This design comes from an exercise in tuning for small area on the open sky130 flow, not from production work. Function was checked by simulation only, so behaviour that the tests miss may differ from the original. Power and IR drop assume default switching activity. No driver is modelled on the clock port, so clocking that relies on it looks cheaper here than on a real chip.

==> inputs of job 2404 <==
// aftabExecute
module aftabExecute (
    input  logic        clk,
    input  logic        reset,
    input  logic        ldIR,
    input  logic        writeRegFile,
    input  logic        selImm,
    input  logic        addSubBar,
    input  logic        compareSigned,
    input  logic [31:0] instrIn,
    input  logic [1:0]  immSel,
    input  logic [1:0]  selLogic,
    input  logic [1:0]  selShift,
    input  logic [1:0]  resultSel,
    output logic [31:0] writeData,
    output logic        lt,
    output logic        eq,
    output logic        gt
);
    logic [31:7] ir;
    always_ff @(posedge clk) begin
        if (reset | ldIR) ir <= instrIn[31:7] & {25{~reset}};
    end
    logic [31:1][31:0] rf;
    for (genvar i = 1; i < 32; i++) begin : g_reg
        logic en;
        assign en = reset | (writeRegFile & (ir[11:7] == 5'(i)));
        always_ff @(posedge clk) begin
            if (en) rf[i] <= writeData;
        end
    end
    logic [31:0] imm, opA, opB;
    logic [31:1] selA, selB;
    immGen u_imm (.ir(ir[31:7]), .immSel(immSel), .imm(imm));
    readDecode u_decA (.idx(ir[19:15]), .sel(selA));
    readDecode u_decB (.idx(ir[24:20]), .sel(selB));
    for (genvar b = 0; b < 32; b++) begin : g_read
        logic [31:1] col;
        for (genvar i = 1; i < 32; i++) begin : g_col
            assign col[i] = rf[i][b];
        end
        readBitNoExtra u_a (.sel(selA), .d(col), .y(opA[b]));
  ...
==> module gAnd2, before the edit <==
module gAnd2 (
    input  logic a, b,
    output logic y
);
    assign y = a & b;
endmodule
==> module gA22o, before the edit <==
module gA22o (
    input  logic a1, a2, b1, b2,
    output logic y
);
    assign y = (a1 & a2) | (b1 & b2);
endmodule
==> module immGen, before the edit <==
module immGen (
    input  logic [31:7] ir,
    input  logic [1:0]  immSel,
    output logic [31:0] imm
);
    logic tI, tS, tIS, tU, tNZ;
    assign tI  = (immSel == 2'd0);
    assign tS  = (immSel == 2'd1);
    assign tIS = ~immSel[1];
    assign tU  = (immSel == 2'd2);
    assign tNZ = ~(immSel == 2'd3);
    gAnd2 u_b31 (.a(tNZ), .b(ir[31]), .y(imm[31]));
    for (genvar k = 12; k < 31; k++) begin : g_hi
        gA22o u (.a1(tU), .a2(ir[k]), .b1(tIS), .b2(ir[31]), .y(imm[k]));
    end
    for (genvar k = 5; k < 12; k++) begin : g_mid
        gAnd2 u (.a(tIS), .b(ir[k+20]), .y(imm[k]));
    end
    for (genvar k = 0; k < 5; k++) begin : g_lo
        gA22o u (.a1(tI), .a2(ir[k+20]), .b1(tS), .b2(ir[k+7]), .y(imm[k]));
    end
endmodule
Settings: LEC_CHECK=0, CAP_MARGIN=20, CORE_MARGIN=2, CORE_UTILIZATION=55, PLACE_DENSITY=0.7, SLEW_MARGIN=20, SYNTH_HIERARCHICAL=1; clock period 12.0 ns.
standard.sh (not shown) runs the stock make flow with config.mk's settings and CLKGATE_MAP_FILE= SYNTH_SCRIPT=/design/flow/synth_recipe.tcl, a recipe that flattens the netlist after the stock synthesis.
==> flow/flow/run.sh <==
#!/bin/bash
# The standard layout (standard.sh: the standard flow's synthesis and ORFS steps), with two changes:
# the port buffers are buf_2 cells instead of delay cells, and clock tree synthesis
# uses larger sink clusters and inserts no dummy loads.
set -euo pipefail
bash standard.sh \
  "BUFFER_PORTS_ARGS=-buffer_cell sky130_fd_sc_hd__buf_2" \
  "CTS_ARGS=-sink_clustering_enable -repair_clock_nets -dont_use_dummy_load -sink_clustering_size 30 -sink_clustering_max_diameter 100 -buf_list {sky130_fd_sc_hd__clkbuf_8 sky130_fd_sc_hd__clkbuf_16}" \
  finish > standard.log 2>&1
==> job 9410: changes against job 2404 <==
--- a/flow/design.v
+++ b/flow/design.v
@@ -78,16 +78,4 @@
     assign y = (a1 | a2 | a3) & (b1 | b2);
 endmodule
-module gAnd2 (
-    input  logic a, b,
-    output logic y
-);
-    assign y = a & b;
-endmodule
-module gA22o (
-    input  logic a1, a2, b1, b2,
-    output logic y
-);
-    assign y = (a1 & a2) | (b1 & b2);
-endmodule
 `timescale 1ns/1ps
 module immGen (
@@ -96,19 +84,11 @@
     output logic [31:0] imm
 );
-    logic tI, tS, tIS, tU, tNZ;
-    assign tI  = (immSel == 2'd0);
-    assign tS  = (immSel == 2'd1);
-    assign tIS = ~immSel[1];
-    assign tU  = (immSel == 2'd2);
-    assign tNZ = ~(immSel == 2'd3);
-    gAnd2 u_b31 (.a(tNZ), .b(ir[31]), .y(imm[31]));
-    for (genvar k = 12; k < 31; k++) begin : g_hi
-        gA22o u (.a1(tU), .a2(ir[k]), .b1(tIS), .b2(ir[31]), .y(imm[k]));
-    end
-    for (genvar k = 5; k < 12; k++) begin : g_mid
-        gAnd2 u (.a(tIS), .b(ir[k+20]), .y(imm[k]));
-    end
-    for (genvar k = 0; k < 5; k++) begin : g_lo
-        gA22o u (.a1(tI), .a2(ir[k+20]), .b1(tS), .b2(ir[k+7]), .y(imm[k]));
+    always_comb begin
+        case (immSel)
+            2'd0:    imm = {{20{ir[31]}}, ir[31:20]};
+            2'd1:    imm = {{20{ir[31]}}, ir[31:25], ir[11:7]};
+            2'd2:    imm = {ir[31:12], 12'b0};
+            default: imm = '0;
+        endcase
     end
 endmodule
--- a/flow/flow/run.sh
+++ b/flow/flow/run.sh
@@ -6,4 +6,4 @@
 bash standard.sh \
   "BUFFER_PORTS_ARGS=-buffer_cell sky130_fd_sc_hd__buf_2" \
-  "CTS_ARGS=-sink_clustering_enable -repair_clock_nets -dont_use_dummy_load -sink_clustering_size 30 -sink_clustering_max_diameter 100 -buf_list {sky130_fd_sc_hd__clkbuf_8 sky130_fd_sc_hd__clkbuf_16}" \
+  "CTS_ARGS=-sink_clustering_enable -repair_clock_nets -dont_use_dummy_load -sink_clustering_size 25 -sink_clustering_max_diameter 90 -buf_list {sky130_fd_sc_hd__clkbuf_8 sky130_fd_sc_hd__clkbuf_16}" \
   finish > standard.log 2>&1
Settings changed: SETUP_SLACK_MARGIN from default to 0.2.
==> job 5931: changes against job 2404 <==
==> flow/flow/run.sh (replaced) <==
#!/bin/bash
# The standard layout (standard.sh: the standard flow's synthesis and ORFS steps), with two changes:
# the port buffers are buf_1 cells instead of delay cells, and clock tree synthesis
# uses larger sink clusters and inserts no dummy loads.
set -euo pipefail
bash standard.sh \
  "BUFFER_PORTS_ARGS=-buffer_cell sky130_fd_sc_hd__buf_1" \
  "CTS_ARGS=-sink_clustering_enable -repair_clock_nets -dont_use_dummy_load -sink_clustering_size 30 -sink_clustering_max_diameter 100 -buf_list {sky130_fd_sc_hd__clkbuf_8 sky130_fd_sc_hd__clkbuf_16}" \
  finish > standard.log 2>&1
==> summary of the runs <==
Job 5931 ran to the end with no violations. Job 9410 passed the timing, design-rule and antenna checks. Job 2404 passed the timing, design-rule and antenna checks. Against job 9410, the non-clock buffer count of job 5931 is higher by 4. Worst hold slack, lowest first: job 9410, job 2404, job 5931. Clock power, lowest first: job 5931, job 2404, job 9410. First-iteration DRC count: job 2404 > job 5931 > job 9410. Of job 9410 and job 2404, job 9410 has the higher combinational power (gap about 3%, measured against job 2404). Total power, highest first: job 9410, job 2404, job 5931. Cell count is about the same in job 2404 and job 5931. Of job 2404 and job 5931, job 2404 has the higher routed wire length (gap about 0.7%, measured against job 5931). Flip-flop and latch count is the same in job 9410 and job 5931. Cell area: job 2404 is larger than job 5931 (0.33%). Worst setup slack, highest first: job 9410, job 2404, job 5931.
==> figures <==
item                                                     job 9410           job 5931           job 2404
Run status                               timing/DRC/antenna clean  timing/DRC/antenna clean  timing/DRC/antenna clean
Final period utilization                                    95.7%              97.0%              96.1%
Die Wd                                                290 microns        290 microns        290 microns
Global routing usage on met2                                62.9%              60.4%              60.0%
Worst reg2reg endpoint                          rf[861]$_DFFE_PP_  rf[799]$_DFFE_PP_  rf[831]$_DFFE_PP_
Global-route wire length before repair             254000 microns     245000 microns     248000 microns
Register share of the cell area                             61.9%              62.2%              62.0%
Buffers plus inverters on the worst setup path                  5                  4                  5
Fraction of cell area in non-clock buffers                  3.06%              3.02%              3.21%
Relative max-transition margin                              19.0%              20.2%              22.4%
Hold endpoint                                   rf[890]$_DFFE_PP_  rf[422]$_DFFE_PP_  rf[352]$_DFFE_PP_
Worst hold path stage count                                     3                  4                  2
Leakage                                                   16.7 nW            16.3 nW            16.6 nW
Repair and plain buffers                                      226                230                232
Setup slack at placement                                 0.933 ns           0.939 ns            1.01 ns
Cell count of the worst reg-to-reg path                        23                 23                 24
Setup Skew                                               0.100 ns           0.102 ns           0.116 ns
Mapped Avg Cell Area                                   15.7 sq um         15.7 sq um         15.7 sq um
Count of inserted antenna diode cells                           3                  4                  7
Effective utilization at floorplan                          55.7%              55.6%              55.6%
Internal cell power                                       6.44 mW            6.31 mW            6.34 mW
Number of clock buffer instances in the layout                 48                 40                 41
Highest attainable clock frequency                       87.1 MHz           85.9 MHz           86.7 MHz

what the ideal ports hide:
How much do the figures lean on ideal ports? The routed layouts below were timed once more, with nothing changed but the port constraints.
Step 1 assumes that a clkbuf_16 drives the clock port and a buf_2 every other input.
Step 2, shift: input delay + t, output delay - t, t = (earliest + latest rising clock arrival at the registers) / 2. This alone moves slack from input paths to output paths.
Slacks: ideal ports / drivers / drivers and shift; pairs: ideal ports / drivers.
run | shift t [ns] | slack for setup (ns) | worst setup path after step 2 | cell pins on the clock port's net
job 2404 | 0.680 | 0.463 / 0.391 / 0.638 | input to output | 1
job 9410 | 0.712 | 0.513 / 0.441 / 0.582 | input to output | 1
job 5931 | 0.659 | 0.365 / 0.293 / 0.435 | input to output | 1
After both steps every run listed still meets setup and hold.
